What follows belongs to an exercise in optimizing a design on an open flow for small area, a short achievable clock period and few clock cycles per item; a production flow would make more cautious choices. Only simulation tests tie the RTL to the original design; equivalence was not proved. Power and IR drop assume default switching activity.

$ cat design.v
package htok_pkg;
  localparam logic [3:0] EV_TEXT        = 4'd0;
  localparam logic [3:0] EV_TEXT_END    = 4'd1;
  localparam logic [3:0] EV_START_BEGIN = 4'd2;
  localparam logic [3:0] EV_END_BEGIN   = 4'd3;
  localparam logic [3:0] EV_NAME        = 4'd4;
  localparam logic [3:0] EV_ANAME       = 4'd5;
  localparam logic [3:0] EV_AVALUE      = 4'd6;
  localparam logic [3:0] EV_ATTR_KEEP   = 4'd7;
  localparam logic [3:0] EV_ATTR_DROP   = 4'd8;
  localparam logic [3:0] EV_TAG_END     = 4'd9;
  localparam logic [3:0] EV_TAG_ABORT   = 4'd10;
  localparam logic [3:0] EV_COMMENT     = 4'd11;
  localparam logic [3:0] EV_COMMENT_END = 4'd12;
  localparam logic [3:0] EV_DOCTYPE     = 4'd13;
  localparam logic [3:0] EV_DOCTYPE_END = 4'd14;
endpackage
module html_markup_tokenizer_unit (
  input  logic        clk,
  input  logic        rst,
  input  logic        byte_valid,
  output logic        byte_stall,
  input  logic [8:0]  byte_item,    
  output logic        event_valid,
  input  logic        event_stall,
  output logic [13:0] event_item    
);
  localparam logic [4:0] S_DATA     = 5'd0;
  localparam logic [4:0] S_TAG_OPEN = 5'd1;
  localparam logic [4:0] S_TAG_NAME = 5'd2;
  localparam logic [4:0] S_END_OPEN = 5'd3;
  localparam logic [4:0] S_SELF_CL  = 5'd4;
  localparam logic [4:0] S_BA       = 5'd5;    
  localparam logic [4:0] S_ANAME    = 5'd6;
  localparam logic [4:0] S_AA       = 5'd7;    
  localparam logic [4:0] S_BAV      = 5'd8;    
  localparam logic [4:0] S_VDQ      = 5'd9;
  localparam logic [4:0] S_VSQ      = 5'd10;
  localparam logic [4:0] S_VUNQ     = 5'd11;
  localparam logic [4:0] S_AV       = 5'd12;   
  localparam logic [4:0] S_MARKUP   = 5'd13;
  localparam logic [4:0] S_COMMENT  = 5'd14;
  localparam logic [4:0] S_DOCTYPE  = 5'd15;
  localparam logic [4:0] S_R_FIN0   = 5'd16;   
  localparam logic [4:0] S_R_FIN1   = 5'd17;   
  localparam logic [4:0] S_R_ANAME  = 5'd18;   
  localparam logic [4:0] S_R_FLUSH  = 5'd19;   
  localparam logic [4:0] S_R_DASH   = 5'd20;   
  localparam logic [4:0] S_R_HELD   = 5'd21;   
  localparam logic [4:0] S_C_TAG     = 5'd24;  
  localparam logic [4:0] S_C_MARKUP  = 5'd25;  
  localparam logic [4:0] S_C_FLUSH   = 5'd26;
  localparam logic [4:0] S_C_DATA    = 5'd27;  
  localparam logic [4:0] S_C_COMMENT = 5'd28;  
  localparam logic [4:0] S_C_DOCTYPE = 5'd29;  
  logic [4:0] st;
  logic       tp;           
  logic       anp, avp;     
  logic [2:0] mc;           
  logic       md;           
  logic [5:0] mu;           
  logic [1:0] dash;         
  logic [3:0] hc;           
  logic [7:0][2:0] hs;      
  logic       started;      
  logic       ir_v, sk_v;
  logic [7:0] x, sk;
  logic       xl, skl;
  logic       out_free, go, consume;
  assign byte_stall = sk_v;
  assign out_free   = !event_valid || !event_stall;
  assign go         = ir_v && out_free;
  logic [7:0] xf;
  logic is_ws, is_al, is_lt, is_gt, is_sl, is_eq, is_dq, is_sq, is_bang, is_dash, is_nul;
  assign xf      = x | 8'h20;
  assign is_ws   = (x == 8'h20) || (x == 8'h09) || (x == 8'h0A) || (x == 8'h0C) || (x == 8'h0D);
  assign is_al   = (xf >= 8'h61) && (xf <= 8'h7A);
  assign is_lt   = (x == 8'h3C);
  assign is_gt   = (x == 8'h3E);
  assign is_sl   = (x == 8'h2F);
  assign is_eq   = (x == 8'h3D);
  assign is_dq   = (x == 8'h22);
  assign is_sq   = (x == 8'h27);
  assign is_bang = (x == 8'h21);
  assign is_dash = (x == 8'h2D);
  assign is_nul  = (x == 8'h00);
  function automatic logic [7:0] dt_char(input logic [2:0] i);
    case (i)
      3'd0:    dt_char = 8'h64;
      3'd1:    dt_char = 8'h6F;
      3'd2:    dt_char = 8'h63;
      3'd3:    dt_char = 8'h74;
      3'd4:    dt_char = 8'h79;
      3'd5:    dt_char = 8'h70;
      3'd6:    dt_char = 8'h65;
      default: dt_char = 8'h00;
    endcase
  endfunction
  logic [2:0] h_old;
  logic [7:0] h_old_b;
  always_comb begin
    case (hc)
      4'd1:    h_old = hs[0];
      4'd2:    h_old = hs[1];
      4'd3:    h_old = hs[2];
      4'd4:    h_old = hs[3];
      4'd5:    h_old = hs[4];
      4'd6:    h_old = hs[5];
      4'd7:    h_old = hs[6];
      default: h_old = hs[7];
    endcase
  end
  assign h_old_b = (h_old == 3'd0) ? 8'h20 : {5'b00001, h_old};
  logic [2:0] fpos;
  logic [7:0] f_byte;
  assign fpos = hc[2:0] - 3'd2;
  always_comb begin
    if (hc == 4'd1)  f_byte = 8'h21;
    else if (md)     f_byte = 8'h2D;
    else             f_byte = dt_char(fpos) & ~{2'b00, mu[fpos], 5'b00000};
  end
  logic [4:0] n_st;
  logic       n_tp, n_anp, n_avp, n_md, n_started, n_pend;
  logic       clos_empty;
  logic [2:0] n_mc;
  logic [5:0] n_mu;
  logic [1:0] n_dash;
  logic [3:0] n_hc;
  logic       h_push;
  logic       emit, esc, cont, more, finish;
  logic [3:0] ek;
  logic [7:0] eb;
  logic       do_fin, fin_sc, fin_store, do_an, an_store;
  logic       pending;
  logic       tag_state;
  assign pending = anp || avp;
  always_comb begin
    case (st)
      S_DATA:     clos_empty = is_lt;
      S_TAG_OPEN: clos_empty = is_sl;
      S_END_OPEN: clos_empty = !is_al;
      S_TAG_NAME: clos_empty = is_gt;
      S_SELF_CL:  clos_empty = is_gt;
      S_BA, S_ANAME, S_AA, S_BAV, S_VUNQ, S_AV: clos_empty = is_gt;
      S_COMMENT:  clos_empty = is_gt && dash == 2'd2;
      S_DOCTYPE:  clos_empty = is_gt;
      S_R_FIN0, S_R_FIN1: clos_empty = 1'b1;
      default:    clos_empty = 1'b0;
    endcase
  end
  always_comb begin
    n_st      = st;
    n_tp      = tp;
    n_anp     = anp;
    n_avp     = avp;
    n_mc      = mc;
    n_md      = md;
    n_mu      = mu;
    n_dash    = dash;
    n_hc      = hc;
    n_started = started;
    h_push    = 1'b0;
    emit      = 1'b0;
    ek        = htok_pkg::EV_TEXT;
    esc       = 1'b0;
    cont      = 1'b0;
    finish    = 1'b0;
    do_fin    = 1'b0;
    fin_sc    = 1'b0;
    fin_store = 1'b0;
    do_an     = 1'b0;
    an_store  = 1'b0;
      case (st)
        S_DATA: begin
          if (is_lt) begin
            if (tp) begin
              emit = 1'b1;
              ek   = htok_pkg::EV_TEXT_END;
            end
            n_tp = 1'b0;
            n_st = S_TAG_OPEN;
          end else begin
            emit = 1'b1;
            ek   = htok_pkg::EV_TEXT;
            n_tp = 1'b1;
          end
        end
        S_TAG_OPEN: begin
          if (is_sl) begin
            n_st = S_END_OPEN;
          end else if (is_al) begin
            n_anp = 1'b0;
            n_avp = 1'b0;
            emit  = 1'b1;
            ek    = htok_pkg::EV_START_BEGIN;
            n_st  = S_TAG_NAME;
          end else if (is_bang) begin
            n_mc = 3'd0;
            n_st = S_MARKUP;
          end else begin
            emit = 1'b1;
            ek   = htok_pkg::EV_TEXT;
            n_tp = 1'b1;
            n_st = S_DATA;
            cont = 1'b1;
          end
        end
        S_TAG_NAME: begin
          if (is_ws) begin
            n_st = S_BA;
          end else if (is_sl) begin
            n_st = S_SELF_CL;
          end else if (is_gt) begin
            do_fin = 1'b1;
          end else begin
            emit = 1'b1;
            ek   = htok_pkg::EV_NAME;
          end
        end
        S_END_OPEN: begin
          if (is_al) begin
            n_anp = 1'b0;
            n_avp = 1'b0;
            emit  = 1'b1;
            ek    = htok_pkg::EV_END_BEGIN;
            n_st  = S_TAG_NAME;
          end else begin
            n_st = S_DATA;
          end
        end
        S_SELF_CL, S_BA: begin
          if (st == S_SELF_CL && is_gt) begin
            do_fin = 1'b1;
            fin_sc = 1'b1;
          end else if (is_ws) begin
            n_st = S_BA;
          end else if (is_sl) begin
            n_st = S_SELF_CL;
          end else if (is_gt) begin
            do_fin    = 1'b1;
            fin_store = 1'b1;
          end else begin
            do_an = 1'b1;
          end
        end
        S_ANAME: begin
          if (is_ws) begin
            n_st = S_AA;
          end else if (is_sl) begin
            n_st = S_SELF_CL;
          end else if (is_gt) begin
            do_fin    = 1'b1;
            fin_store = 1'b1;
          end else if (is_eq) begin
            n_st = S_BAV;
          end else begin
            emit  = 1'b1;
            ek    = htok_pkg::EV_ANAME;
            n_anp = 1'b1;
          end
        end
        S_AA: begin
          if (is_ws) begin
            n_st = S_AA;
          end else if (is_sl) begin
            n_st = S_SELF_CL;
          end else if (is_eq) begin
            n_st = S_BAV;
          end else if (is_gt) begin
            do_fin    = 1'b1;
            fin_store = 1'b1;
          end else begin
            do_an    = 1'b1;
            an_store = 1'b1;
          end
        end
        S_BAV: begin
          if (is_ws) begin
            n_st = S_BAV;
          end else if (is_dq) begin
            n_st = S_VDQ;
          end else if (is_sq) begin
            n_st = S_VSQ;
          end else if (is_gt) begin
            do_fin    = 1'b1;
            fin_store = 1'b1;
          end else begin
            n_st = S_VUNQ;
            if (!is_nul) begin
              emit  = 1'b1;
              ek    = htok_pkg::EV_AVALUE;
              n_avp = 1'b1;
            end
          end
        end
        S_VDQ, S_VSQ: begin
          if ((st == S_VDQ) ? is_dq : is_sq) begin
            if (pending) begin
              emit = 1'b1;
              ek   = anp ? htok_pkg::EV_ATTR_KEEP : htok_pkg::EV_ATTR_DROP;
            end
            n_anp = 1'b0;
            n_avp = 1'b0;
            n_st  = S_AV;
          end else begin
            emit  = 1'b1;
            ek    = htok_pkg::EV_AVALUE;
            n_avp = 1'b1;
          end
        end
        S_VUNQ: begin
          if (is_ws) begin
            if (pending) begin
              emit = 1'b1;
              ek   = anp ? htok_pkg::EV_ATTR_KEEP : htok_pkg::EV_ATTR_DROP;
            end
            n_anp = 1'b0;
            n_avp = 1'b0;
            n_st  = S_AV;
          end else if (is_gt) begin
            do_fin    = 1'b1;
            fin_store = 1'b1;
          end else if (!is_nul) begin
            emit  = 1'b1;
            ek    = htok_pkg::EV_AVALUE;
            n_avp = 1'b1;
          end
        end
        S_AV: begin
          if (is_ws) begin
            n_st = S_BA;
          end else if (is_sl) begin
            n_st = S_SELF_CL;
          end else if (is_gt) begin
            do_fin = 1'b1;
          end else begin
            do_an = 1'b1;
          end
        end
        S_MARKUP: begin
          if (mc == 3'd0 && (is_dash || xf == 8'h64)) begin
            n_md    = is_dash;
            n_mu[0] = !x[5];
            n_mc    = 3'd1;
          end else if (mc != 3'd0 && md && is_dash) begin
            n_mc   = 3'd0;
            n_dash = 2'd0;
            n_st   = S_COMMENT;
          end else if (mc != 3'd0 && !md && xf == dt_char(mc)) begin
            if (mc == 3'd6) begin
              n_mc      = 3'd0;
              n_hc      = 4'd0;
              n_started = 1'b0;
              n_st      = S_DOCTYPE;
            end else begin
              n_mu[mc] = !x[5];
              n_mc     = mc + 3'd1;
            end
          end else begin
            emit = 1'b1;
            ek   = htok_pkg::EV_TEXT;
            n_st = S_R_FLUSH;
            n_hc = 4'd1;
            cont = 1'b1;
          end
        end
        S_R_FLUSH, S_C_FLUSH: begin
          emit = 1'b1;
          ek   = htok_pkg::EV_TEXT;
          cont = 1'b1;
          if (hc == {1'b0, mc} + 4'd1) begin
            n_st = (st == S_C_FLUSH) ? S_C_DATA : S_DATA;
            n_tp = 1'b1;
            n_hc = 4'd0;
            n_mc = 3'd0;
          end else begin
            n_hc = hc + 4'd1;
          end
        end
        S_COMMENT: begin
          if (is_dash) begin
            if (dash != 2'd2) begin
              n_dash = dash + 2'd1;
            end else begin
              emit = 1'b1;
              ek   = htok_pkg::EV_COMMENT;
            end
          end else if (is_gt && dash == 2'd2) begin
            emit   = 1'b1;
            ek     = htok_pkg::EV_COMMENT_END;
            n_dash = 2'd0;
            n_st   = S_DATA;
          end else if (dash != 2'd0) begin
            emit   = 1'b1;
            ek     = htok_pkg::EV_COMMENT;
            n_dash = dash - 2'd1;
            n_st   = S_R_DASH;
            cont   = 1'b1;
          end else begin
            emit = 1'b1;
            ek   = htok_pkg::EV_COMMENT;
          end
        end
        S_R_DASH: begin
          emit = 1'b1;
          ek   = htok_pkg::EV_COMMENT;
          if (dash != 2'd0) begin
            n_dash = dash - 2'd1;
            cont   = 1'b1;
          end else begin
            n_st = S_COMMENT;
          end
        end
        S_DOCTYPE: begin
          if (is_gt) begin
            emit      = 1'b1;
            ek        = htok_pkg::EV_DOCTYPE_END;
            n_hc      = 4'd0;
            n_started = 1'b0;
            n_st      = S_DATA;
          end else if (is_ws) begin
            if (started) begin
              h_push = 1'b1;
              if (hc == 4'd8) begin
                emit = 1'b1;
                ek   = htok_pkg::EV_DOCTYPE;
              end else begin
                n_hc = hc + 4'd1;
              end
            end
          end else if (hc != 4'd0) begin
            emit = 1'b1;
            ek   = htok_pkg::EV_DOCTYPE;
            n_hc = hc - 4'd1;
            n_st = S_R_HELD;
            cont = 1'b1;
          end else begin
            emit      = 1'b1;
            ek        = htok_pkg::EV_DOCTYPE;
            n_started = 1'b1;
          end
        end
        S_R_HELD: begin
          emit = 1'b1;
          ek   = htok_pkg::EV_DOCTYPE;
          if (hc != 4'd0) begin
            n_hc = hc - 4'd1;
            cont = 1'b1;
          end else begin
            n_started = 1'b1;
            n_st      = S_DOCTYPE;
          end
        end
        S_R_FIN0, S_R_FIN1: begin
          emit = 1'b1;
          ek   = htok_pkg::EV_TAG_END;
          esc  = (st == S_R_FIN1);
          n_st = S_DATA;
        end
        S_R_ANAME: begin
          emit  = 1'b1;
          ek    = htok_pkg::EV_ANAME;
          n_anp = 1'b1;
          n_st  = S_ANAME;
        end
        S_C_TAG: begin
          emit = 1'b1;
          if (pending) begin
            ek    = htok_pkg::EV_ATTR_DROP;
            n_anp = 1'b0;
            n_avp = 1'b0;
            cont  = 1'b1;
          end else begin
            ek   = htok_pkg::EV_TAG_ABORT;
            n_st = S_DATA;
          end
        end
        S_C_MARKUP: begin
          emit = 1'b1;
          ek   = htok_pkg::EV_TEXT;
          n_st = S_C_FLUSH;
          n_hc = 4'd1;
          cont = 1'b1;
        end
        S_C_COMMENT: begin
          emit = 1'b1;
          if (dash != 2'd0) begin
            ek     = htok_pkg::EV_COMMENT;
            n_dash = dash - 2'd1;
            cont   = 1'b1;
          end else begin
            ek   = htok_pkg::EV_COMMENT_END;
            n_st = S_DATA;
          end
        end
        S_C_DOCTYPE: begin
          emit      = 1'b1;
          ek        = htok_pkg::EV_DOCTYPE_END;
          n_st      = S_DATA;
          n_hc      = 4'd0;
          n_started = 1'b0;
        end
        S_C_DATA: begin
          emit = 1'b1;
          ek   = htok_pkg::EV_TEXT_END;
          n_tp = 1'b0;
          n_st = S_DATA;
        end
        default: begin
          n_st = S_DATA;
          cont = 1'b1;
        end
      endcase
      if (do_fin) begin
        emit  = 1'b1;
        n_anp = 1'b0;
        n_avp = 1'b0;
        if (pending) begin
          ek   = (fin_store && anp) ? htok_pkg::EV_ATTR_KEEP : htok_pkg::EV_ATTR_DROP;
          n_st = fin_sc ? S_R_FIN1 : S_R_FIN0;
          cont = 1'b1;
        end else begin
          ek   = htok_pkg::EV_TAG_END;
          esc  = fin_sc;
          n_st = S_DATA;
        end
      end
      if (do_an) begin
        n_anp = 1'b0;
        n_avp = 1'b0;
        if (pending) begin
          emit = 1'b1;
          ek   = (an_store && anp) ? htok_pkg::EV_ATTR_KEEP : htok_pkg::EV_ATTR_DROP;
          if (is_eq) begin
            n_st = S_BAV;
          end else begin
            n_st = S_R_ANAME;
            cont = 1'b1;
          end
        end else if (is_eq) begin
          n_st = S_BAV;
        end else begin
          emit  = 1'b1;
          ek    = htok_pkg::EV_ANAME;
          n_anp = 1'b1;
          n_st  = S_ANAME;
        end
      end
    more   = cont;
    n_pend = cont;
    if (!cont && xl && !(st[4] && st[3])) begin
      if (clos_empty) begin
        n_st = S_DATA;
      end else begin
        more   = 1'b1;
        n_pend = 1'b1;
        case (n_st)
          S_MARKUP:  n_st = S_C_MARKUP;
          S_COMMENT: n_st = S_C_COMMENT;
          S_DOCTYPE: n_st = S_C_DOCTYPE;
          S_DATA:    n_st = S_C_DATA;
          default:   n_st = S_C_TAG;
        endcase
      end
    end
  end
  logic [7:0] src;
  logic       byte_ev;
  always_comb begin
    case (st)
      S_TAG_OPEN:                      src = is_al ? x : 8'h3C;
      S_MARKUP, S_C_MARKUP:            src = 8'h3C;
      S_R_FLUSH, S_C_FLUSH:            src = f_byte;
      S_COMMENT, S_R_DASH, S_C_COMMENT: src = (dash != 2'd0) ? 8'h2D : x;
      S_DOCTYPE, S_R_HELD:             src = (hc != 4'd0) ? h_old_b : x;
      default:                         src = x;
    endcase
  end
  assign byte_ev = (ek == htok_pkg::EV_TEXT) || (ek == htok_pkg::EV_START_BEGIN) ||
                   (ek == htok_pkg::EV_END_BEGIN) || (ek == htok_pkg::EV_NAME) ||
                   (ek == htok_pkg::EV_ANAME) || (ek == htok_pkg::EV_AVALUE) ||
                   (ek == htok_pkg::EV_COMMENT) || (ek == htok_pkg::EV_DOCTYPE);
  assign eb = byte_ev ? src : 8'h00;
  assign consume = go && !n_pend;
  always_ff @(posedge clk) begin
    if (rst) begin
      st          <= S_DATA;
      tp          <= 1'b0;
      anp         <= 1'b0;
      avp         <= 1'b0;
      mc          <= 3'd0;
      dash        <= 2'd0;
      hc          <= 4'd0;
      started     <= 1'b0;
      ir_v        <= 1'b0;
      sk_v        <= 1'b0;
      event_valid <= 1'b0;
    end else begin
      if (go) begin
        st      <= n_st;
        tp      <= n_tp;
        anp     <= n_anp;
        avp     <= n_avp;
        mc      <= n_mc;
        dash    <= n_dash;
        hc      <= n_hc;
        started <= n_started;
      end
      if (!ir_v || consume) begin
        ir_v <= sk_v || byte_valid;
        sk_v <= 1'b0;
      end else if (byte_valid && !sk_v) begin
        sk_v <= 1'b1;
      end
      if (go && emit) begin
        event_valid <= 1'b1;
      end else if (!event_stall) begin
        event_valid <= 1'b0;
      end
    end
  end
  always_ff @(posedge clk) begin
    if (!ir_v || consume) begin
      x  <= sk_v ? sk : byte_item[8:1];
      xl <= sk_v ? skl : byte_item[0];
    end
    if (!sk_v) begin
      sk  <= byte_item[8:1];
      skl <= byte_item[0];
    end
    if (go) begin
      md <= n_md;
      mu <= n_mu;
      if (h_push) begin
        hs <= {hs[6:0], x[2:0]};
      end
    end
    if (go && emit) begin
      event_item <= {ek, eb, esc, !more};
    end
  end
endmodule
$ cat flow/run.sh
#!/bin/bash
set -euo pipefail
here=$PWD
sed "s|\$::env(SCRIPTS_DIR)/synth.tcl|$here/synth_custom.tcl|" synth_recipe.tcl > synth_recipe_custom.tcl
sed "s|^  log_cmd abc {\*}\$abc_args|  set abc_args [lreplace \$abc_args 1 1 $here/flow/area.abc]\n  log_cmd abc {*}\$abc_args|" \
  "$FLOW_HOME/scripts/synth.tcl" > synth_custom.tcl
grep -q "flow/area.abc" synth_custom.tcl
grep -q "synth_custom.tcl" synth_recipe_custom.tcl
bash standard.sh SYNTH_SCRIPT="$here/synth_recipe_custom.tcl" SETUP_SLACK_MARGIN=7.5 \
  "BUFFER_PORTS_ARGS=-buffer_cell sky130_fd_sc_hd__buf_2" finish > standard.log 2>&1
$ cat flow/area.abc
strash
ifraig
scorr
dc2
strash
&get -n
&st
&syn4
&dch -f
&nf -R 1000
&put
$ cat standard.sh
#!/bin/bash
# synth_recipe.tcl (not shown) runs the flow's synth.tcl, then flattens the netlist and writes it again
# the make line also repeats each setting of config.mk as NAME=value (left out here)
make -C /OpenROAD-flow-scripts/flow DESIGN_CONFIG=/design/flow/config.mk WORK_HOME=/design/flow/orfs CLKGATE_MAP_FILE= SYNTH_SCRIPT=/design/flow/synth_recipe.tcl "${@:-finish}"
$ cat config.mk
export PLATFORM = sky130hd
export DESIGN_NAME = html_markup_tokenizer_unit
export DESIGN_NICKNAME = html_markup_tokenizer_unit
export VERILOG_FILES = /design/flow/design.v
export SDC_FILE = /design/flow/constraint.sdc
export NUM_CORES = 4
export LEC_CHECK = 0
export CAP_MARGIN = 20
export CORE_MARGIN = 2
export CORE_UTILIZATION = 40
export CTS_BUF_LIST = sky130_fd_sc_hd__clkbuf_8
export SETUP_SLACK_MARGIN = 5
export SLEW_MARGIN = 20
$ cat constraint.sdc
create_clock -name core_clock -period 11.5 [get_ports {clk}]
set_input_delay 2.3000 -clock core_clock [delete_from_list [all_inputs] [get_ports {clk}]]
set_output_delay 2.3000 -clock core_clock [all_outputs]
set_load 0.01 [all_outputs]
==> results.sh, run 1 <==
export IMPL_dr_pass1_iters=6
export IMPL_io_buffers=28
export IMPL_fin_util=0.465
export IMPL_p_switching_mw=0.257
export IMPL_fin_ws_ns=7.69
export IMPL_antenna_found_initial=0
export IMPL_grt_pass1_vias=5590
export IMPL_cp_arrival_ns=3.89
export IMPL_grtUsageTotal=0.285
export IMPL_grt_start_max_net_pins=25
export IMPL_finalSetupViolCount=0
export IMPL_cap_violations=0
export IMPL_relSlewSlack=0.409
export IMPL_rsz0062_at_grt="yes"
export IMPL_clk_path_buf_depth=2
export IMPL_worstReg2RegEnd="x[6]"
export IMPL_clk_pin_slew_worst_paths_ns=0.09
export IMPL_die_area_um2=14900
export IMPL_slowest_stage="nor2b_1"
export IMPL_skew_ns=0.0152
export IMPL_cts_tree="done"
export IMPL_design_core_area_um2=13700
export IMPL_gp_routability_congestion=1.02
export IMPL_synth_compound_gate_area_share=0.214
export IMPL_synth_simple_area_share=0.300
export IMPL_grt_pass1_wl_um=32000
export IMPL_p_total_mw=0.764
export IMPL_combPwrFrac=0.241
export IMPL_worst_path_max_fanout=22
export IMPL_yosysUniqueCellTypes=57
export IMPL_synth_top_family_by_area="simple AND/OR/NAND/NOR gates"
export IMPL_wirelength_um=20800
export IMPL_async_reset_ff_frac=0
export IMPL_status="complete, no violations"
export IMPL_hpwlAfterDp_um=15600
export IMPL_fp_dieH_um=122
export IMPL_viasPerCell=6.40
export IMPL_period_share=0.332
export IMPL_finalHoldViolCount=0
export IMPL_p_int_mw=0.507
export IMPL_wl_per_cell_um=22.5
export IMPL_clock_sinks=84
export IMPL_synth_edff_count=54
export IMPL_pwr_share_clk=0.282
export IMPL_cp_required_ns=11.58
export IMPL_drv_slew=0
export IMPL_worst_setup_path_end_kind="flop"
export IMPL_clock_tree_root_cell="clkbuf_8"
export IMPL_synthXorXnorAreaFrac=0.0173
export IMPL_synth_seq_cells=84
export IMPL_critical_path_max_stage_delay_ns=0.54
export IMPL_min_to="hs[7]"
export IMPL_startpoint_type="flop"
export IMPL_power_density_nw_per_um2=120
export IMPL_syn_nets=714
export IMPL_ys_warn_count=1
export IMPL_postRouteAntennaNets=0
export IMPL_fmax_mhz=262
export IMPL_postCtsHoldBufs=0
export IMPL_tns_ns=0
export IMPL_cp_cell_sequence="buf_4 -> nor2b_1 -> and2_0 -> nand3_1 -> nand2_1 -> o21ai_1 -> nor2_1 -> nor3_4 -> nand4_1 -> a21oi_2 -> nand3_2 -> nor4b_4 -> nor2b_1 -> nand2_1 -> nand2_4"
export IMPL_seqPwrFrac=0.476
export IMPL_grt_overflow=0
export IMPL_whs_path_depth=0
export IMPL_synth_ff_type="edfxtp_1"
export IMPL_synthMuxAreaShare=0.0240
export IMPL_synth_fa_ha_area_frac=0.0337
export IMPL_drive_gt1_frac=0.110
export IMPL_syn_inst=686
export IMPL_start_util=0.406
export IMPL_route_detailed_drc=0
export IMPL_crit_cells=15
export IMPL_cts_inserted_buffers=9
export IMPL_die_w_um=122
export IMPL_critPathBufInv=1
export IMPL_dp_slack_ns=6.68
export IMPL_ir_worst_vdd_v=0.0000831
export IMPL_nets=770
export IMPL_std_cell_rows=43
export IMPL_first_iter_violations=682
export IMPL_dr_total_vias=5931
export IMPL_cts_max_level=3
export IMPL_synth_area_um2=5570
export IMPL_critPathTopFamily="simple AND/OR/NAND/NOR gates"
export IMPL_min_from="hs[4]"
export IMPL_n_antenna_cell=0
export IMPL_synth_seq_area_share=0.399
export IMPL_fin_crit_ns=3.81
export IMPL_syn_mean_instance_area_um2=8.13
export IMPL_area_growth_pct=14.4
export IMPL_clk_latency_ns=0.38
export IMPL_tightest_slew_ns=0.865
export IMPL_crit_reg2reg_launch="st[0]"
export IMPL_swShare=0.336
export IMPL_worst_r2r_setup_slack_ns=7.69
export IMPL_r2r_cells=15
export IMPL_worst_setup_path_type="flop to flop"
export IMPL_ios=29
export IMPL_power_static_leakage_nw=2.28
export IMPL_holdWs_ns=0.451
export IMPL_min_path_type="flop to flop"
==> per-layer routing <==
metal	routed length (um)	global-route usage	part of all wire
met3	1940	0.0688	0.093
met4	730	0.119	0.035
met1	9110	0.386	0.44
met2	9040	0.436	0.43
met5	0	0	0
==> sequential cells by signal, indices dropped and copies added (netlist names), 3 cells and up <==
| register | cells |
|---|---|
| sk | 8 |
| event_item | 14 |
| hc | 4 |
| mc | 3 |
| mu | 6 |
| hs | 24 |
| st | 5 |
| x | 8 |
==> worst max path at each step <==
stage | from | to | slack [ns]
CTS | mc[0] | sk_v | 7.50
floorplan | mc[0] | x[0] | 7.71
detailed placement | mc[0] | sk_v | 6.68
global route | mc[0] | sk_v | 7.50
global placement | mc[0] | x[5] | 6.92
finish | st[0] | x[6] | 7.69
==> metrics by stage <==
step | instances | area, um^2
after CTS | 919 | 6270
final | 927 | 6380
after floorplan | 686 | 5570
after global routing | 927 | 6380
after detailed placement | 903 | 6010
after global placement | 903 | 6010
==> timing repair <==
action	in CTS	in global routing
hold endpoints to repair	0	0
endpoints found under the setup margin	25	24
pin swaps	0	4
setup buffers	0	7
gates resized for setup	15	14
==> cells in the mapped netlist, types with 3 or more instances <==
master,n,area [um^2]
o21ai_0,45,225
or3_1,10,62.6
a32oi_1,4,35.0
o22ai_1,3,18.8
nor2_1,118,443
a211oi_1,9,67.6
nand4_1,9,56.3
dfxtp_1,30,601
nand2b_1,6,37.5
a311oi_1,3,26.3
mux2_1,9,101
ha_1,15,188
o211ai_1,6,45.0
nor4_1,12,75.1
or2_0,7,43.8
o31ai_1,5,37.5
nor3b_1,4,30.0
a21oi_1,50,250
nand2_1,87,327
a2111oi_0,4,35.0
xor2_1,6,52.6
nor2b_1,7,43.8
nand3_1,33,165
a21o_1,3,22.5
clkinv_1,19,71.3
and3_1,9,56.3
a31oi_1,17,106
edfxtp_1,54,1620
and2_0,13,81.3
o2111ai_1,5,43.8
a32o_1,5,50.1
a221oi_1,4,35.0
xnor2_1,5,43.8
nor3_1,41,205
==> placed cells by master, fill, tap and decap left out, types with 7 or more instances in the layout <==
cell type,instances
dfxtp_1,26
clkinv_1,19
nor3_1,39
nand2_1,86
o21ai_0,44
and2_0,12
a21oi_1,49
buf_4,16
ha_1,15
edfxtp_1,54
buf_2,28
a211oi_1,9
a31oi_1,16
nor2_1,115
and3_1,7
nand4_1,9
or3_1,9
mux2_1,9
nor4_1,12
clkbuf_8,9
nand3_1,32
==> cell type report <==
type	count	area, um^2
Clock buffer	9	124
Timing Repair Buffer	45	272
Fill cell	1394	7340
Sequential cell	84	2230
Multi-Input combinational cell	583	3380
Clock inverter	7	77.6
Tap cell	180	225
Inverter	19	72.6
==> worst register-to-register path: cells and delay by family (launching register included) <==
| kind | cells | cell delay, ns |
|---|---|---|
| buffers and inverters | 1 | 0.27 |
| DFF | 1 | 0.31 |
| and+or+nand+nor | 12 | 2.71 |
| AOI/OAI and AO/OA | 2 | 0.23 |
==> logic make-up (layout without fill, tap and decap cells) <==
logic type      Yosys count  count (layout)
fa+ha+maj                15              15
mux                      11              11
compound gates          185             185
simple gates            361             361
xor+xnor                 11              11
flops                    84              84
buf+inv                  19              80
==> power by group through the flow <==
stage	combinational [mW]	clock [mW]	sequential, mW
after floorplan	0.0943	0	0.373
after global placement	0.165	0	0.371
after detailed placement	0.163	0	0.371
after CTS	0.167	0.223	0.364
after global routing	0.198	0.232	0.366
final	0.184	0.216	0.364
Testbench counts, summed over its fixed seeds: cycles 35,554, events 31,895.
==> run 2, diff against run 1 <==
==> flow/area.abc (replaced) <==
strash
ifraig
scorr
dc2
strash
&get -n
&st
&syn4
&dch -f
&if -g -K 6
&synch2
&nf -R 1000
&put
==> run 2 against run 1 <==
  * Still clean
  * Via count grew 4.3%
  * First-iteration DRC count increased by 35%
  * Flip-flop and latch count unchanged
  * Setup slack worse by 0.067 ns
  * Largest cell class unchanged
==> results.sh, run 2 <==
export IMPL_status="complete, no violations"
export IMPL_route_detailed_drc=0
export IMPL_critPathBufInv=1
export IMPL_period_share=0.337
export IMPL_grtUsageTotal=0.298
export IMPL_ios=29
export IMPL_grt_pass1_wl_um=33600
export IMPL_critical_path_max_stage_delay_ns=0.52
export IMPL_swShare=0.356
export IMPL_syn_mean_instance_area_um2=8.08
export IMPL_clk_pin_slew_worst_paths_ns=0.11
export IMPL_finalSetupViolCount=0
export IMPL_skew_ns=0.0286
export IMPL_tightest_slew_ns=0.821
export IMPL_clk_latency_ns=0.40
export IMPL_die_area_um2=15200
export IMPL_start_util=0.409
export IMPL_synth_ff_type="edfxtp_1"
export IMPL_synth_most_common_cell="nor2_1"
export IMPL_dr_total_vias=6185
export IMPL_synth_area_um2=5680
export IMPL_power_static_leakage_nw=2.23
export IMPL_synth_seq_cells=84
export IMPL_stdcell_count=945
export IMPL_power_density_nw_per_um2=123
export IMPL_gp_routability_congestion=1.05
export IMPL_p_int_mw=0.512
export IMPL_largest_register_ffs=24
export IMPL_rsz0062_at_grt="no"
export IMPL_die_w_um=123
export IMPL_placed_area_um2=6140
export IMPL_fin_crit_ns=3.88
export IMPL_ir_worst_vdd_v=0.0000768
export IMPL_synth_seq_area_share=0.391
export IMPL_std_cell_rows=43
export IMPL_syn_inst=703
export IMPL_seqPwrFrac=0.456
export IMPL_ys_warn_count=1
export IMPL_postCtsHoldBufs=0
export IMPL_wirelength_um=21800
export IMPL_final_cell_area_um2=6480
export IMPL_top_register="hs"
export IMPL_final_common_cell="nor2_1"
export IMPL_relSlewSlack=0.449
export IMPL_postRouteAntennaNets=0
export IMPL_clk_path_buf_depth=2
export IMPL_critPathTopFamily="compound AO/OA/AOI/OAI gates"
export IMPL_combPwrFrac=0.239
export IMPL_io_buffers=28
export IMPL_nets=788
export IMPL_first_iter_violations=919
export IMPL_grt_overflow=0
export IMPL_yosysUniqueCellTypes=58
export IMPL_drv_slew=0
export IMPL_cp_required_ns=11.77
export IMPL_synth_area_leaders="edfxtp_1 29%, dfxtp_1 11%, nor2_1 7.9%"
export IMPL_synth_largest_area_cell="edfxtp_1"
export IMPL_finalHoldViolCount=0
export IMPL_design_core_area_um2=13900
export IMPL_synth_top_area_share=0.286
export IMPL_synth_common_cells="119 x nor2_1, 94 x nand2_1, 54 x edfxtp_1, 53 x o21ai_0, 51 x a21oi_1"
export IMPL_startpoint_type="input pin"
export IMPL_async_reset_ff_frac=0
export IMPL_fmax_mhz=258
export IMPL_clock_tree_root_cell="clkbuf_8"
export IMPL_layout_common_cells="117 x nor2_1, 93 x nand2_1, 54 x edfxtp_1"
export IMPL_holdWs_ns=0.467
export IMPL_cp_arrival_ns=4.15
export IMPL_grt_start_max_net_pins=31
export IMPL_slowest_stage="and2_0"
export IMPL_top_regs="hs (24), event_item (14)"
export IMPL_min_path_type="flop to flop"
export IMPL_antenna_found_initial=1
export IMPL_clock_sinks=84
export IMPL_cp_cell_sequence="buf_2 -> nand2_1 -> and2_0 -> nand3_1 -> a21oi_1 -> o21ai_0 -> a22oi_1 -> nor2_1"
export IMPL_fp_dieH_um=123
export IMPL_viasPerCell=6.54
export IMPL_cap_violations=0
export IMPL_wl_per_cell_um=23.1
export IMPL_dp_slack_ns=6.81
export IMPL_synth_edff_count=54
export IMPL_worst_path_max_fanout=9
export IMPL_hpwlAfterDp_um=16500
export IMPL_syn_nets=731
export IMPL_worst_setup_path_end_kind="flop"
export IMPL_dr_pass1_iters=6
export IMPL_cts_tree="done"
export IMPL_n_antenna_cell=0
export IMPL_cts_inserted_buffers=9
export IMPL_dp_cells=922
export IMPL_fin_ws_ns=7.62
export IMPL_p_switching_mw=0.283
export IMPL_tns_ns=0
export IMPL_pwr_share_clk=0.305
export IMPL_cts_max_level=3
export IMPL_worst_setup_path_type="input pin to flop"
export IMPL_grt_pass1_vias=5824
export IMPL_area_growth_pct=14.1
export IMPL_drive_gt1_frac=0.0993
[run 2: routing by layer]
| layer | global-route usage | up-vias | wire, um |
|---|---|---|---|
| li1 | - | 2802 | - |
| met3 | 0.0770 | 73 | 2420 |
| met2 | 0.432 | 391 | 9190 |
| met1 | 0.415 | 2919 | 9290 |
| met5 | 0 | - | 0 |
| met4 | 0.136 | 0 | 880 |
[run 2: power by group through the flow]
stage                     sequential (mW)  combinational (mW)  clock, mW
after floorplan                     0.375              0.0961          0
after global placement              0.371               0.171          0
after detailed placement            0.371               0.167          0
after CTS                           0.363               0.177      0.246
after global routing                0.365               0.204      0.259
final                               0.363               0.190      0.243
[run 2: per-stage QoR]
stage               total power, mW  utilization
finish                        0.795        0.467
CTS                           0.786        0.462
global route                  0.828        0.467
floorplan                     0.471            -
global placement              0.541        0.442
detailed placement            0.539        0.442
[run 2: cell type report]
class / count / area [um^2]
Fill cell: 1425 / 7400
Sequential cell: 84 / 2220
Clock inverter: 7 / 88.8
Inverter: 21 / 78.8
Multi-Input combinational cell: 598 / 3460
Tap cell: 180 / 225
Timing Repair Buffer: 46 / 275
Clock buffer: 9 / 124
[run 2: final timing paths]
path / from / to / slack [ns] / cells past startpoint
worst min-delay path: hs[17] / hs[20] / 0.47 / 0
worst min register to register: hs[17] / hs[20] / 0.47 / 0
worst max register to register: x[5] / event_item[3] / 7.63 / 13
worst max-delay path: event_stall / hc[0] / 7.62 / 8
[run 2: what timing repair did]
action	4_1_cts	5_1_grt
setup endpoints to repair	61	35
setup buffers	2	5
gates resized for setup	11	9
[run 2: worst reg2reg max path, cell delays in order, from the launching register on]
cell	delay, ns
edfxtp_1	0.58
nand2b_1	0.12
or3_1	0.41
or3_1	0.47
a21oi_1	0.21
nor3_1	0.12
a211oi_1	0.44
and3_1	0.30
nand2_1	0.12
xnor2_1	0.15
nor3b_1	0.34
nor4_4	0.05
buf_4	0.19
a31oi_1	0.19
[run 2: cell families after synthesis]
logic type / Yosys count / share of synthesized area
AO/OA/AOI/OAI: 201 / 0.227
AND/OR/NAND/NOR: 358 / 0.291
flip-flops: 84 / 0.391
adder cells (fa/ha/maj): 15 / 0.0330
buffers and inverters: 21 / 0.0139
multiplexers: 12 / 0.0253
XOR/XNOR: 12 / 0.0185
==> run 3, diff against run 2 <==
==> flow/area.abc (replaced) <==
strash
ifraig
scorr
dc2
strash
&get -n
&st
&syn4
&dch -f
&nf -R 1000
&put
--- a/config.mk
+++ b/config.mk
@@ -9,5 +9,6 @@
 export CORE_MARGIN = 2
 export CORE_UTILIZATION = 40
 export CTS_BUF_LIST = sky130_fd_sc_hd__clkbuf_8
+export PLACE_DENSITY = 0.75
 export SETUP_SLACK_MARGIN = 5
 export SLEW_MARGIN = 20
==> run 3 against run 2 <==
  * Synthesized cell count fell by 2.4%
  * Setup slack got worse by 0.013 ns
  * Power fell by 5.2%
  * Wire length fell by 11%
  * Critical path depth rose by 8
  * Critical path type is now flop to flop
  * Synthesized area fell by 1.9%
  * Clock skew fell by 0.012 ns
  * Register-to-register slack got worse by 0.02 ns
  * Critical endpoint is now x[0]
  * Still clean on timing, DRC and antenna
  * Cell count fell by 2.1%
==> results.sh, run 3 <==
export IMPL_status="complete, no violations"
export IMPL_clk_pin_slew_worst_paths_ns=0.09
export IMPL_design_core_area_um2=13700
export IMPL_multi_input_area_um2=3370
export IMPL_cp_required_ns=11.58
export IMPL_grt_busiest_layer="met2"
export IMPL_yosysUniqueCellTypes=57
export IMPL_finalHoldViolCount=0
export IMPL_fill_cells=1339
export IMPL_wirelength_um=19300
export IMPL_n_antenna_cell=0
export IMPL_clock_tree_root_cell="clkbuf_8"
export IMPL_final_common_cell="nor2_1"
export IMPL_drive_gt1_frac=0.109
export IMPL_synth_common_cells="118 x nor2_1, 87 x nand2_1, 54 x edfxtp_1, 50 x a21oi_1, 45 x o21ai_0"
export IMPL_fp_dieH_um=122
export IMPL_min_from="hs[7]"
export IMPL_dr_total_vias=5971
export IMPL_drv_slew=0
export IMPL_grtUsageTotal=0.264
export IMPL_dr_pass1_iters=7
export IMPL_relSlewSlack=0.290
export IMPL_route_detailed_drc=0
export IMPL_clk_latency_ns=0.38
export IMPL_ys_warn_count=1
export IMPL_std_cell_rows=43
export IMPL_cp_arrival_ns=3.97
export IMPL_antenna_found_initial=0
export IMPL_p_switching_mw=0.249
export IMPL_finalSetupViolCount=0
export IMPL_critical_path_max_stage_delay_ns=0.41
export IMPL_final_cell_area_um2=6350
export IMPL_whs_path_depth=0
export IMPL_crit_reg2reg_launch="st[3]"
export IMPL_gp_routability_congestion=1.09
export IMPL_synth_most_common_cell="nor2_1"
export IMPL_power_static_leakage_nw=2.25
export IMPL_die_area_um2=14900
export IMPL_io_buffers=28
export IMPL_p_int_mw=0.505
export IMPL_regArea_um2=2230
export IMPL_synth_edff_count=54
export IMPL_min_path_type="flop to flop"
export IMPL_synth_area_um2=5570
export IMPL_synth_seq_area_share=0.399
export IMPL_placed_area_um2=6020
export IMPL_fin_crit_ns=3.89
export IMPL_worst_setup_path_end_kind="flop"
export IMPL_cts_tree="done"
export IMPL_syn_mean_instance_area_um2=8.13
export IMPL_synth_ff_type="edfxtp_1"
export IMPL_cts_max_level=3
export IMPL_startpoint_type="flop"
export IMPL_cap_violations=0
export IMPL_met2_usage=0.375
export IMPL_syn_inst=686
export IMPL_power_density_nw_per_um2=119
export IMPL_top_regs="hs (24), event_item (14)"
export IMPL_swShare=0.330
export IMPL_grt_start_max_net_pins=25
export IMPL_worstReg2RegEnd="x[0]"
export IMPL_ios=29
export IMPL_start_util=0.406
export IMPL_fmax_mhz=257
export IMPL_viasPerCell=6.46
export IMPL_synth_top_area_share=0.291
export IMPL_area_growth_pct=13.9
export IMPL_syn_nets=714
export IMPL_die_w_um=122
export IMPL_synth_area_leaders="edfxtp_1 29%, dfxtp_1 11%, nor2_1 7.9%"
export IMPL_min_to="hs[10]"
export IMPL_pwr_share_clk=0.282
export IMPL_async_reset_ff_frac=0
export IMPL_grt_pass1_wl_um=30000
export IMPL_slowest_stage="or2_0"
export IMPL_rsz0062_at_grt="no"
export IMPL_layout_common_cells="116 x nor2_1, 86 x nand2_1, 54 x edfxtp_1"
export IMPL_worst_r2r_setup_slack_ns=7.61
export IMPL_cp_cell_sequence="buf_4 -> clkinv_1 -> or2_0 -> nor2_1 -> nand2_1 -> nand2_1 -> o21ai_0 -> nor2_1 -> nor3_4 -> nand4_1 -> a21oi_2 -> nand3_2 -> nor4b_4 -> nor2b_1 -> nand2_1 -> nand2_4"
export IMPL_top_register="hs"
export IMPL_fin_util=0.463
export IMPL_first_iter_violations=1016
export IMPL_cts_inserted_buffers=9
export IMPL_worst_setup_path_type="flop to flop"
export IMPL_tightest_slew_ns=1.06
export IMPL_clk_path_buf_depth=2
export IMPL_skew_ns=0.0164
export IMPL_nets=768
export IMPL_seqPwrFrac=0.484
export IMPL_postCtsHoldBufs=0
export IMPL_synth_largest_area_cell="edfxtp_1"
export IMPL_postRouteAntennaNets=0
export IMPL_wl_per_cell_um=20.9
export IMPL_period_share=0.338
export IMPL_r2r_cells=16
export IMPL_grt_pass1_vias=5439
export IMPL_worst_path_max_fanout=18
export IMPL_clock_sinks=84
export IMPL_met3_usage=0.0782
export IMPL_grt_util_met1=0.372
export IMPL_synth_seq_cells=84
export IMPL_ir_worst_vdd_v=0.0000995
export IMPL_hpwlAfterDp_um=14200
export IMPL_combPwrFrac=0.235
export IMPL_grt_overflow=0
export IMPL_crit_top_cell="nand2_1"
export IMPL_largest_register_ffs=24
export IMPL_tns_ns=0
-- run 3: power by group through the flow --
| stage | logic, mW | clock network, mW | registers (mW) |
|---|---|---|---|
| floorplan | 0.0943 | 0 | 0.373 |
| global placement | 0.160 | 0 | 0.370 |
| detailed placement | 0.158 | 0 | 0.371 |
| CTS | 0.162 | 0.218 | 0.364 |
| global route | 0.190 | 0.230 | 0.367 |
| finish | 0.177 | 0.212 | 0.365 |
-- run 3: cells by family (layout without fill, tap and decap cells) --
logic type	Yosys count	count (layout)	share of synthesized area
simple gates	361	361	0.300
compound gates	185	185	0.214
flops	84	84	0.399
buf+inv	19	78	0.0128
fa+ha+maj	15	15	0.0337
xor+xnor	11	11	0.0173
mux	11	11	0.0240
-- run 3: cell type report --
| class | count | share of cell area |
|---|---|---|
| well taps | 180 | 0.0355 |
| inverters | 19 | 0.0112 |
| repair buffers | 43 | 0.0398 |
| flip-flops and latches | 84 | 0.351 |
| clock inverters | 7 | 0.0116 |
| clock buffers | 9 | 0.0195 |
| multi-input cells | 583 | 0.531 |
-- run 3: routing by layer --
metal	part of all wire	up-vias
li1	-	2712
met1	0.42	2716
met2	0.41	448
met3	0.13	95
met4	0.048	0
met5	0	-
-- run 3: worst max path at each step --
stage	from	endpoint	slack [ns]
CTS	mc[0]	x[0]	7.51
detailed placement	mc[0]	x[0]	6.86
global placement	mc[0]	x[5]	7.04
finish	st[3]	x[0]	7.61
floorplan	mc[0]	x[0]	7.71
global route	x[3]	x[0]	7.47
-- run 3: per-stage QoR --
step | cells | setup WS, ns | hold slack, ns | power, mW
3_3_place_gp | 904 | 7.04 | 0.427 | 0.530
5_1_grt | 925 | 7.47 | 0.474 | 0.787
6_report | 925 | 7.61 | 0.450 | 0.754
2_1_floorplan | 686 | 7.71 | 0.418 | 0.467
4_1_cts | 920 | 7.51 | 0.450 | 0.744
3_5_place_dp | 904 | 6.86 | 0.433 | 0.529
-- run 3: worst max-delay path, delay by kind of cell, from the launching register on --
kind | cells | cell delay [ns]
simple gates | 12 | 2.34
flops | 1 | 0.32
compound gates | 2 | 0.28
buf+inv | 2 | 0.64
-- run 3: repair_timing --
item	4_1_cts	5_1_grt
buffers inserted	0	5
endpoints found under the setup margin	24	62
pin swaps	0	3
resized for setup	11	17
hold endpoints to repair	0	0
==> run 4, diff against run 3 <==
--- a/config.mk
+++ b/config.mk
@@ -9,6 +9,6 @@
 export CORE_MARGIN = 2
 export CORE_UTILIZATION = 40
 export CTS_BUF_LIST = sky130_fd_sc_hd__clkbuf_8
-export PLACE_DENSITY = 0.75
+export CTS_CLUSTER_SIZE = 30
 export SETUP_SLACK_MARGIN = 5
 export SLEW_MARGIN = 20
==> run 4 against run 3 <==
  * Sequential power about the same
  * Maximum frequency increased by 2.1%
  * Largest cell class unchanged
  * Setup slack improved by 0.080 ns
==> results.sh, run 4 <==
export IMPL_final_common_cell="nor2_1"
export IMPL_antenna_found_initial=0
export IMPL_top_register="hs"
export IMPL_synth_area_leaders="edfxtp_1 29%, dfxtp_1 11%, nor2_1 7.9%"
export IMPL_top_regs="hs (24), event_item (14)"
export IMPL_synth_compound_gate_area_share=0.214
export IMPL_synth_common_cells="118 x nor2_1, 87 x nand2_1, 54 x edfxtp_1, 50 x a21oi_1, 45 x o21ai_0"
export IMPL_synthXorXnorAreaFrac=0.0173
export IMPL_clock_sinks=84
export IMPL_async_reset_ff_frac=0
export IMPL_finalHoldViolCount=0
export IMPL_critical_path_max_stage_delay_ns=0.54
export IMPL_power_static_leakage_nw=2.28
export IMPL_area_growth_pct=14.4
export IMPL_postCtsHoldBufs=0
export IMPL_worst_setup_path_type="flop to flop"
export IMPL_route_detailed_drc=0
export IMPL_worst_path_max_fanout=22
export IMPL_postRouteAntennaNets=0
export IMPL_synthMuxAreaShare=0.0240
export IMPL_ys_warn_count=1
export IMPL_clk_pin_slew_worst_paths_ns=0.09
export IMPL_tns_ns=0
export IMPL_period_share=0.332
export IMPL_slowest_stage="nor2b_1"
export IMPL_startpoint_type="flop"
export IMPL_wl_per_cell_um=22.5
export IMPL_synth_simple_area_share=0.300
export IMPL_gp_routability_congestion=1.02
export IMPL_std_cell_rows=43
export IMPL_ios=29
export IMPL_nets=770
export IMPL_clock_tree_root_cell="clkbuf_8"
export IMPL_skew_ns=0.0152
export IMPL_syn_mean_instance_area_um2=8.13
export IMPL_dr_total_vias=5931
export IMPL_synth_edff_count=54
export IMPL_cts_tree="done"
export IMPL_n_antenna_cell=0
export IMPL_min_to="hs[7]"
export IMPL_hpwlAfterDp_um=15600
export IMPL_cp_required_ns=11.58
export IMPL_grt_pass1_vias=5590
export IMPL_dp_cells=903
export IMPL_synth_seq_area_share=0.399
export IMPL_status="complete, no violations"
export IMPL_die_area_um2=14900
export IMPL_min_path_type="flop to flop"
export IMPL_io_buffers=28
export IMPL_crit_path_start="st[0]"
export IMPL_ir_worst_vdd_v=0.0000831
export IMPL_finalSetupViolCount=0
export IMPL_worst_r2r_setup_slack_ns=7.69
export IMPL_synth_seq_cells=84
export IMPL_synth_most_common_cell="nor2_1"
export IMPL_whs_path_depth=0
export IMPL_drv_slew=0
export IMPL_clk_latency_ns=0.38
export IMPL_tightest_slew_ns=0.865
export IMPL_grtUsageTotal=0.285
export IMPL_cts_inserted_buffers=9
export IMPL_rsz0062_at_grt="yes"
export IMPL_min_from="hs[4]"
export IMPL_cap_violations=0
export IMPL_drive_gt1_frac=0.110
export IMPL_design_core_area_um2=13700
export IMPL_power_density_nw_per_um2=120
export IMPL_syn_inst=686
export IMPL_relSlewSlack=0.409
export IMPL_viasPerCell=6.40
export IMPL_layout_common_cells="115 x nor2_1, 86 x nand2_1, 54 x edfxtp_1"
export IMPL_fin_crit_ns=3.81
export IMPL_r2r_cells=15
export IMPL_synth_ff_type="edfxtp_1"
export IMPL_dr_pass1_iters=6
export IMPL_yosysUniqueCellTypes=57
export IMPL_worstReg2RegEnd="x[6]"
export IMPL_synth_fa_ha_area_frac=0.0337
export IMPL_worst_setup_path_end_kind="flop"
export IMPL_grt_pass1_wl_um=32000
export IMPL_wirelength_um=20800
export IMPL_grt_start_max_net_pins=25
export IMPL_fp_dieH_um=122
export IMPL_synth_top_family_by_area="simple AND/OR/NAND/NOR gates"
export IMPL_crit_reg2reg_launch="st[0]"
export IMPL_largest_register_ffs=24
export IMPL_stdcell_count=927
export IMPL_cp_cell_sequence="buf_4 -> nor2b_1 -> and2_0 -> nand3_1 -> nand2_1 -> o21ai_1 -> nor2_1 -> nor3_4 -> nand4_1 -> a21oi_2 -> nand3_2 -> nor4b_4 -> nor2b_1 -> nand2_1 -> nand2_4"
export IMPL_clk_path_buf_depth=2
export IMPL_start_util=0.406
export IMPL_die_w_um=122
export IMPL_synth_top_area_share=0.291
export IMPL_grt_overflow=0
export IMPL_synth_area_um2=5570
export IMPL_synth_largest_area_cell="edfxtp_1"
export IMPL_first_iter_violations=682
export IMPL_cp_arrival_ns=3.89
export IMPL_syn_nets=714
export IMPL_fmax_mhz=262
export IMPL_cts_max_level=3
## run 4: logic make-up after synthesis
| logic type | count (synthesis) |
|---|---|
| AND/OR/NAND/NOR | 361 |
| adder cells (fa/ha/maj) | 15 |
| multiplexers | 11 |
| flip-flops | 84 |
| buffers and inverters | 19 |
| AO/OA/AOI/OAI | 185 |
| XOR/XNOR | 11 |
## run 4: worst max-delay path by stage
stage          endpoint  slack (ns)  depth (start not counted)
6_report           x[6]        7.69                         15
5_1_grt            sk_v        7.50                         18
4_1_cts            sk_v        7.50                         18
3_5_place_dp       sk_v        6.68                         18
3_3_place_gp       x[5]        6.92                         17
2_1_floorplan      x[0]        7.71                         17
## run 4: worst max-delay path: cells and delay by family (launching register included)
family	cells	cell delay [ns]
DFF	1	0.31
and+or+nand+nor	12	2.67
buffers and inverters	1	0.27
AOI/OAI and AO/OA	2	0.23
## run 4: power by group
group / total [mW] / switching [mW] / internal (mW)
registers: 0.364 / 0.0196 / 0.344
clock network: 0.216 / 0.114 / 0.101
logic: 0.184 / 0.123 / 0.0615
total: 0.764 / 0.257 / 0.507
## run 4: layout make-up
class                           instances  area, um^2
Inverter                               19        72.6
Timing Repair Buffer                   45         272
Sequential cell                        84        2230
Tap cell                              180         225
Clock buffer                            9         124
Clock inverter                          7        77.6
Multi-Input combinational cell        583        3380
Fill cell                            1394        7340
## run 4: timing repair
action | in CTS | in global routing
hold endpoints to repair | 0 | 0
setup endpoints to repair | 25 | 24
resized for setup | 15 | 14
buffers inserted | 0 | 7
pin swaps | 0 | 4
gates cloned | 0 | 0
## run 4: metrics by stage
stage          hold slack (ns)  cell area, um^2  power (mW)  setup WS [ns]  utilization
3_5_place_dp             0.427             6010       0.534           6.68        0.438
3_3_place_gp             0.425             6010       0.536           6.92        0.438
4_1_cts                  0.453             6270       0.754           7.50        0.457
5_1_grt                  0.456             6380       0.796           7.50        0.465
6_report                 0.451             6380       0.764           7.69        0.465
2_1_floorplan            0.418             5570       0.467           7.71            -
## run 4: layer usage
metal	track usage	routed length [um]
met4	0.119	730
met3	0.0688	1940
met5	0	0
met1	0.386	9110
met2	0.436	9040
==> run 5, diff against run 4 <==
--- a/flow/run.sh
+++ b/flow/run.sh
@@ -7,4 +7,4 @@
 grep -q "flow/area.abc" synth_custom.tcl
 grep -q "synth_custom.tcl" synth_recipe_custom.tcl
 bash standard.sh SYNTH_SCRIPT="$here/synth_recipe_custom.tcl" SETUP_SLACK_MARGIN=7.5 \
-  "BUFFER_PORTS_ARGS=-buffer_cell sky130_fd_sc_hd__buf_2" finish > standard.log 2>&1
+  "BUFFER_PORTS_ARGS=-buffer_cell sky130_fd_sc_hd__buf_1" finish > standard.log 2>&1
--- a/config.mk
+++ b/config.mk
@@ -9,6 +9,5 @@
 export CORE_MARGIN = 2
 export CORE_UTILIZATION = 40
 export CTS_BUF_LIST = sky130_fd_sc_hd__clkbuf_8
-export CTS_CLUSTER_SIZE = 30
 export SETUP_SLACK_MARGIN = 5
 export SLEW_MARGIN = 20
==> run 5 against run 4 <==
  * Critical path type unchanged
  * Setup slack lost 0.18 ns
  * Still clean
  * Non-clock buffer count did not move
  * Power grew 4.2%
  * Clock power up 15%
==> results.sh, run 5 <==
export IMPL_dr_total_vias=5979
export IMPL_worst_setup_path_type="flop to flop"
export IMPL_postCtsHoldBufs=0
export IMPL_synth_ff_type="edfxtp_1"
export IMPL_die_w_um=122
export IMPL_holdWs_ns=0.455
export IMPL_critPathTopFamily="simple AND/OR/NAND/NOR gates"
export IMPL_tns_ns=0
export IMPL_cp_arrival_ns=4.24
export IMPL_finalHoldViolCount=0
export IMPL_die_area_um2=14900
export IMPL_status="complete, no violations"
export IMPL_clk_pin_slew_worst_paths_ns=0.09
export IMPL_met1_length_um=9380
export IMPL_min_path_type="flop to flop"
export IMPL_slowest_stage="nor3_1"
export IMPL_power_density_nw_per_um2=125
export IMPL_io_buffers=28
export IMPL_ios=29
export IMPL_clk_path_buf_depth=2
export IMPL_first_iter_violations=738
export IMPL_startpoint_type="flop"
export IMPL_dr_pass1_iters=6
export IMPL_wirelength_um=21500
export IMPL_crit_top_cell="nor3_1"
export IMPL_drive_gt1_frac=0.0776
export IMPL_synth_common_cells="118 x nor2_1, 87 x nand2_1, 54 x edfxtp_1, 50 x a21oi_1, 45 x o21ai_0"
export IMPL_postRouteAntennaNets=0
export IMPL_top_regs="hs (24), event_item (14)"
export IMPL_tightest_slew_ns=1.11
export IMPL_std_cell_rows=43
export IMPL_grt_start_max_net_pins=25
export IMPL_cts_inserted_buffers=9
export IMPL_cp_cell_sequence="nor2_1 -> nand2_1 -> nor2_1 -> nor3_1 -> nand3_1 -> o31ai_1 -> a31oi_1 -> o21ai_0 -> nor3_1 -> o211ai_1 -> a21oi_1 -> and2_0 -> a31oi_1 -> o21a_1 -> nor3_1"
export IMPL_grt_pass1_wl_um=32800
export IMPL_worst_setup_path_end_kind="flop"
export IMPL_clock_sinks=84
export IMPL_cts_tree="done"
export IMPL_grtUsageTotal=0.294
export IMPL_critPathBufInv=0
export IMPL_fin_util=0.466
export IMPL_finalSetupViolCount=0
export IMPL_rsz0062_at_grt="no"
export IMPL_synth_area_leaders="edfxtp_1 29%, dfxtp_1 11%, nor2_1 7.9%"
export IMPL_cts_max_level=3
export IMPL_skew_ns=0.0120
export IMPL_dp_slack_ns=6.80
export IMPL_worst_path_max_fanout=10
export IMPL_power_static_leakage_nw=2.20
export IMPL_fin_ws_ns=7.51
export IMPL_n_antenna_cell=0
export IMPL_final_common_cell="nor2_1"
export IMPL_synth_largest_area_cell="edfxtp_1"
export IMPL_top_register="hs"
export IMPL_grt_pass1_vias=5561
export IMPL_largest_register_ffs=24
export IMPL_syn_nets=714
export IMPL_viasPerCell=6.45
export IMPL_wl_met2_um=9170
export IMPL_nets=770
export IMPL_cp_required_ns=11.75
export IMPL_synth_seq_area_share=0.399
export IMPL_area_growth_pct=14.7
export IMPL_relSlewSlack=0.254
export IMPL_yosysUniqueCellTypes=57
export IMPL_synth_seq_cells=84
export IMPL_stdcell_count=927
export IMPL_start_util=0.406
export IMPL_final_cell_area_um2=6390
export IMPL_top_layer_used="met4"
export IMPL_drv_slew=0
export IMPL_hpwlAfterDp_um=16000
export IMPL_synth_most_common_cell="nor2_1"
export IMPL_dp_cells=905
export IMPL_gp_routability_congestion=0.989
export IMPL_antenna_found_initial=1
export IMPL_grt_overflow=0
export IMPL_design_core_area_um2=13700
export IMPL_syn_mean_instance_area_um2=8.13
export IMPL_ys_warn_count=1
export IMPL_synth_edff_count=54
export IMPL_async_reset_ff_frac=0
export IMPL_critical_path_max_stage_delay_ns=0.91
export IMPL_fill_cells=1399
export IMPL_synth_area_um2=5570
export IMPL_wl_per_cell_um=23.2
export IMPL_ir_worst_vdd_v=0.0000908
export IMPL_route_detailed_drc=0
export IMPL_p_total_mw=0.796
export IMPL_clk_latency_ns=0.38
export IMPL_layout_common_cells="116 x nor2_1, 86 x nand2_1, 54 x edfxtp_1"
export IMPL_cap_violations=0
export IMPL_fp_dieH_um=122
export IMPL_synth_top_area_share=0.291
export IMPL_worst_r2r_setup_slack_ns=7.51
export IMPL_clock_tree_root_cell="clkbuf_8"
export IMPL_syn_inst=686
export IMPL_fmax_mhz=251
export IMPL_period_share=0.347
export IMPL_wl_met3_um=2180
export IMPL_placed_area_um2=6000
export IMPL_fin_crit_ns=3.99
[run 5: cell families (layout without fill, tap and decap cells)]
kind of cell | after synthesis | in the layout | share of synthesized area
DFF | 84 | 84 | 0.399
xor gates and xnor gates | 11 | 11 | 0.0173
AOI/OAI and AO/OA | 185 | 185 | 0.214
adders and majority gates | 15 | 15 | 0.0337
buffers and inverters | 19 | 80 | 0.0128
and+or+nand+nor | 361 | 361 | 0.300
muxes | 11 | 11 | 0.0240
[run 5: worst reg2reg max path: stages, from the launching register on]
cell and delay, ns:
edfxtp_1 0.74, nor2_1 0.21, nand2_1 0.15, nor2_1 0.06, nor3_1 0.91, nand3_1 0.35
o31ai_1 0.15, a31oi_1 0.06, o21ai_0 0.15, nor3_1 0.14, o211ai_1 0.17, a21oi_1 0.17
and2_0 0.19, a31oi_1 0.21, o21a_1 0.16, nor3_1 0.05
[run 5: area by class of cell]
| type | instances | area [um^2] | share of cell area |
|---|---|---|---|
| repair buffers | 45 | 233 | 0.0364 |
| multi-input cells | 583 | 3400 | 0.532 |
| inverters | 19 | 75.1 | 0.0117 |
| clock buffers | 9 | 124 | 0.0194 |
| flip-flops and latches | 84 | 2230 | 0.349 |
| well taps | 180 | 225 | 0.0352 |
| clock inverters | 7 | 105 | 0.0164 |
[run 5: power by group]
group / internal [mW] / switching [mW]
Clock: 0.126 / 0.123
Sequential: 0.344 / 0.0174
Combinational: 0.0569 / 0.129
[run 5: final timing paths]
kind	depth (start not counted)	end	startpoint
max	15	st[0]	x[1]
min	0	hs[7]	hs[4]
max reg2reg	15	st[0]	x[1]
min reg2reg	0	hs[7]	hs[4]
[run 5: timing repair]
item / in CTS / in global routing
gates resized for setup: 12 / 17
buffers inserted: 0 / 6
pin swaps: 0 / 2
endpoints found under the setup margin: 24 / 24
[run 5: routing by layer]
metal  global-route usage  vias up
li1                     -     2718
met3               0.0768       65
met2                0.440      360
met4                0.112        0
met5                    0        -
met1                0.408     2836
==> run 6, diff against run 5 <==
--- a/flow/run.sh
+++ b/flow/run.sh
@@ -6,5 +6,5 @@
   "$FLOW_HOME/scripts/synth.tcl" > synth_custom.tcl
 grep -q "flow/area.abc" synth_custom.tcl
 grep -q "synth_custom.tcl" synth_recipe_custom.tcl
-bash standard.sh SYNTH_SCRIPT="$here/synth_recipe_custom.tcl" SETUP_SLACK_MARGIN=7.5 \
-  "BUFFER_PORTS_ARGS=-buffer_cell sky130_fd_sc_hd__buf_1" finish > standard.log 2>&1
+bash standard.sh SYNTH_SCRIPT="$here/synth_recipe_custom.tcl" SETUP_SLACK_MARGIN=7.75 \
+  "BUFFER_PORTS_ARGS=-buffer_cell sky130_fd_sc_hd__buf_2" finish > standard.log 2>&1
==> run 6 against run 5 <==
  * Still clean on timing, DRC and antenna
  * Flip-flop and latch count unchanged
  * Global-route usage increased by 0.37 points
  * First-iteration DRC count is 18% lower
  * Register-to-register slack better by 0.30 ns
  * Cell count is 2.4% higher
  * Count of clock-buffer cells in the layout did not move
  * Clock power decreased by 9.6%
  * Maximum frequency up 8.0%
  * Cell area rose by 4.7%
  * Clock skew rose by 0.014 ns
  * Sequential power about the same
  * Power down 0.54%
  * Highest routed layer unchanged
==> results.sh, run 6 <==
export IMPL_status="complete, no violations"
export IMPL_worst_setup_path_type="flop to flop"
export IMPL_hpwlAfterDp_um=16300
export IMPL_area_growth_pct=20.1
export IMPL_die_w_um=122
export IMPL_worst_path_max_fanout=5
export IMPL_synth_seq_cells=84
export IMPL_postRouteAntennaNets=0
export IMPL_n_antenna_cell=0
export IMPL_worst_setup_path_end_kind="flop"
export IMPL_yosysUniqueCellTypes=57
export IMPL_finalHoldViolCount=0
export IMPL_cp_required_ns=11.75
export IMPL_power_density_nw_per_um2=118
export IMPL_cts_tree="done"
export IMPL_viasPerCell=6.38
export IMPL_gp_routability_congestion=1.09
export IMPL_start_util=0.406
export IMPL_ir_worst_vdd_v=0.0000910
export IMPL_fin_crit_ns=3.70
export IMPL_cp_arrival_ns=3.95
export IMPL_ys_warn_count=1
export IMPL_design_core_area_um2=13700
export IMPL_drv_slew=0
export IMPL_synth_ff_type="edfxtp_1"
export IMPL_wl_per_cell_um=23.4
export IMPL_cap_violations=0
export IMPL_whs_path_depth=0
export IMPL_first_iter_violations=607
export IMPL_ios=29
export IMPL_syn_inst=686
export IMPL_syn_nets=714
export IMPL_synth_largest_area_cell="edfxtp_1"
export IMPL_clock_tree_root_cell="clkbuf_8"
export IMPL_worstReg2RegEnd="st[0]"
export IMPL_fill_cells=1383
export IMPL_clk_pin_slew_worst_paths_ns=0.11
export IMPL_seqPwrFrac=0.456
export IMPL_min_path_type="flop to flop"
export IMPL_rsz0062_at_grt="yes"
export IMPL_synth_top_area_share=0.291
export IMPL_min_from="hs[4]"
export IMPL_skew_ns=0.0256
export IMPL_grt_pass1_wl_um=33300
export IMPL_fin_ws_ns=7.80
export IMPL_layout_common_cells="113 x nor2_1, 83 x nand2_1, 54 x edfxtp_1"
export IMPL_clk_path_buf_depth=2
export IMPL_tightest_slew_ns=1.03
export IMPL_finalSetupViolCount=0
export IMPL_pwr_share_clk=0.284
export IMPL_p_switching_mw=0.288
export IMPL_grt_overflow=0
export IMPL_die_area_um2=14900
export IMPL_grtUsageTotal=0.298
export IMPL_std_cell_rows=43
export IMPL_fmax_mhz=271
export IMPL_top_register="hs"
export IMPL_async_reset_ff_frac=0
export IMPL_cts_max_level=3
export IMPL_r2r_cells=18
export IMPL_syn_mean_instance_area_um2=8.13
export IMPL_nets=792
export IMPL_multi_input_area_um2=3530
export IMPL_antenna_found_initial=0
export IMPL_swShare=0.364
export IMPL_top_regs="hs (24), event_item (14)"
export IMPL_io_buffers=28
export IMPL_largest_register_ffs=24
export IMPL_synth_seq_area_share=0.399
export IMPL_regArea_um2=2230
export IMPL_route_detailed_drc=0
[run 6: kinds of logic (layout without fill, tap and decap cells)]
family	after synthesis	in the layout	synth area share
flip-flops	84	84	0.399
XOR/XNOR	11	11	0.0173
AO/OA/AOI/OAI	185	185	0.214
multiplexers	11	11	0.0240
AND/OR/NAND/NOR	361	362	0.300
adder cells (fa/ha/maj)	15	15	0.0337
buffers and inverters	19	101	0.0128
[run 6: timing repair]
item                       4_1_cts  5_1_grt
gates resized for setup         29       37
gates cloned                     0        1
buffers inserted                 1       27
hold buffers                     0        0
setup endpoints to repair       64       63
pin swaps                        1       11
[run 6: power by group through the flow]
stage | logic (mW) | clock network (mW) | registers, mW
after floorplan | 0.0955 | 0 | 0.373
after CTS | 0.174 | 0.226 | 0.363
after detailed placement | 0.164 | 0 | 0.370
final | 0.206 | 0.225 | 0.361
after global placement | 0.168 | 0 | 0.369
after global routing | 0.221 | 0.237 | 0.362
[run 6: cell type report]
type                            instances  share of cell area
Clock buffer                            9              0.0185
Clock inverter                          7              0.0121
Inverter                               19              0.0112
Multi-Input combinational cell        584               0.527
Sequential cell                        84               0.334
Tap cell                              180              0.0336
Timing Repair Buffer                   66              0.0636
[run 6: how the worst max path moves through the flow]
stage	to
after floorplan	hs[0]
after global placement	x[0]
after detailed placement	x[4]
after CTS	avp
after global routing	event_item[5]
final	st[0]
[run 6: layer usage]
metal | share of wire | GRT usage | vias up | wire length, um
li1 | - | - | 2749 | -
met1 | 0.43 | 0.410 | 2889 | 9610
met2 | 0.43 | 0.434 | 346 | 9560
met3 | 0.095 | 0.0875 | 75 | 2120
met4 | 0.041 | 0.129 | 0 | 901
met5 | 0 | 0 | - | 0
[run 6: critical path, cell delays in order (launching register included)]
cell       delay, ns
dfxtp_4         0.36
buf_4           0.15
ha_4            0.18
nor2_2          0.13
nor2_1          0.08
xor2_1          0.15
nor4_1          0.30
o2111ai_1       0.18
or3_4           0.41
buf_4           0.15
and2_0          0.17
a21oi_1         0.41
nor4b_1         0.11
nand2_1         0.09
a21o_1          0.18
nor3_1          0.07
a31oi_1         0.24
o21a_1          0.17
nor3_2          0.05
[run 6: metrics by stage]
stage                     total power, mW  cell area, um^2  hold slack, ns  utilization  std cells
after floorplan                     0.468             5590           0.418            -        686
after global routing                0.820             6690           0.476        0.488        949
after CTS                           0.763             6340           0.450        0.462        921
after global placement              0.536             6030           0.425        0.439        904
after detailed placement            0.534             6030           0.425        0.439        904
final                               0.792             6690           0.453        0.488        949

re-timing with driven ports:
The results above use ideal ports. As a check the final layouts listed here were re-extracted and re-timed, cells and wires unchanged.
Step 1, drivers: a clkbuf_16 drives clk and a buf_2 each remaining input, both assumed.
Step 2 also shifts input and output timing later by t, the mid clock arrival at the registers, as if the neighbouring blocks saw the same clock.
Slacks: no drivers / after step 1 / after step 2; pairs: no drivers / after step 1.
run	shift t [ns]	slack for setup (ns)	cell pins on the clock port's net
run 1	0.411	7.687 / 7.687 / 7.432	1
run 2	0.430	7.621 / 7.635 / 7.208	1
run 3	0.406	7.608 / 7.608 / 7.230	1
run 4	0.411	7.687 / 7.687 / 7.432	1
run 5	0.413	7.508 / 7.508 / 7.460	1
run 6	0.428	7.804 / 7.804 / 7.461	1
After both steps every run listed still meets setup and hold. For run 2, which loses most, drivers alone change the setup slack by +0.014 ns; drivers and shift together by -0.413 ns.
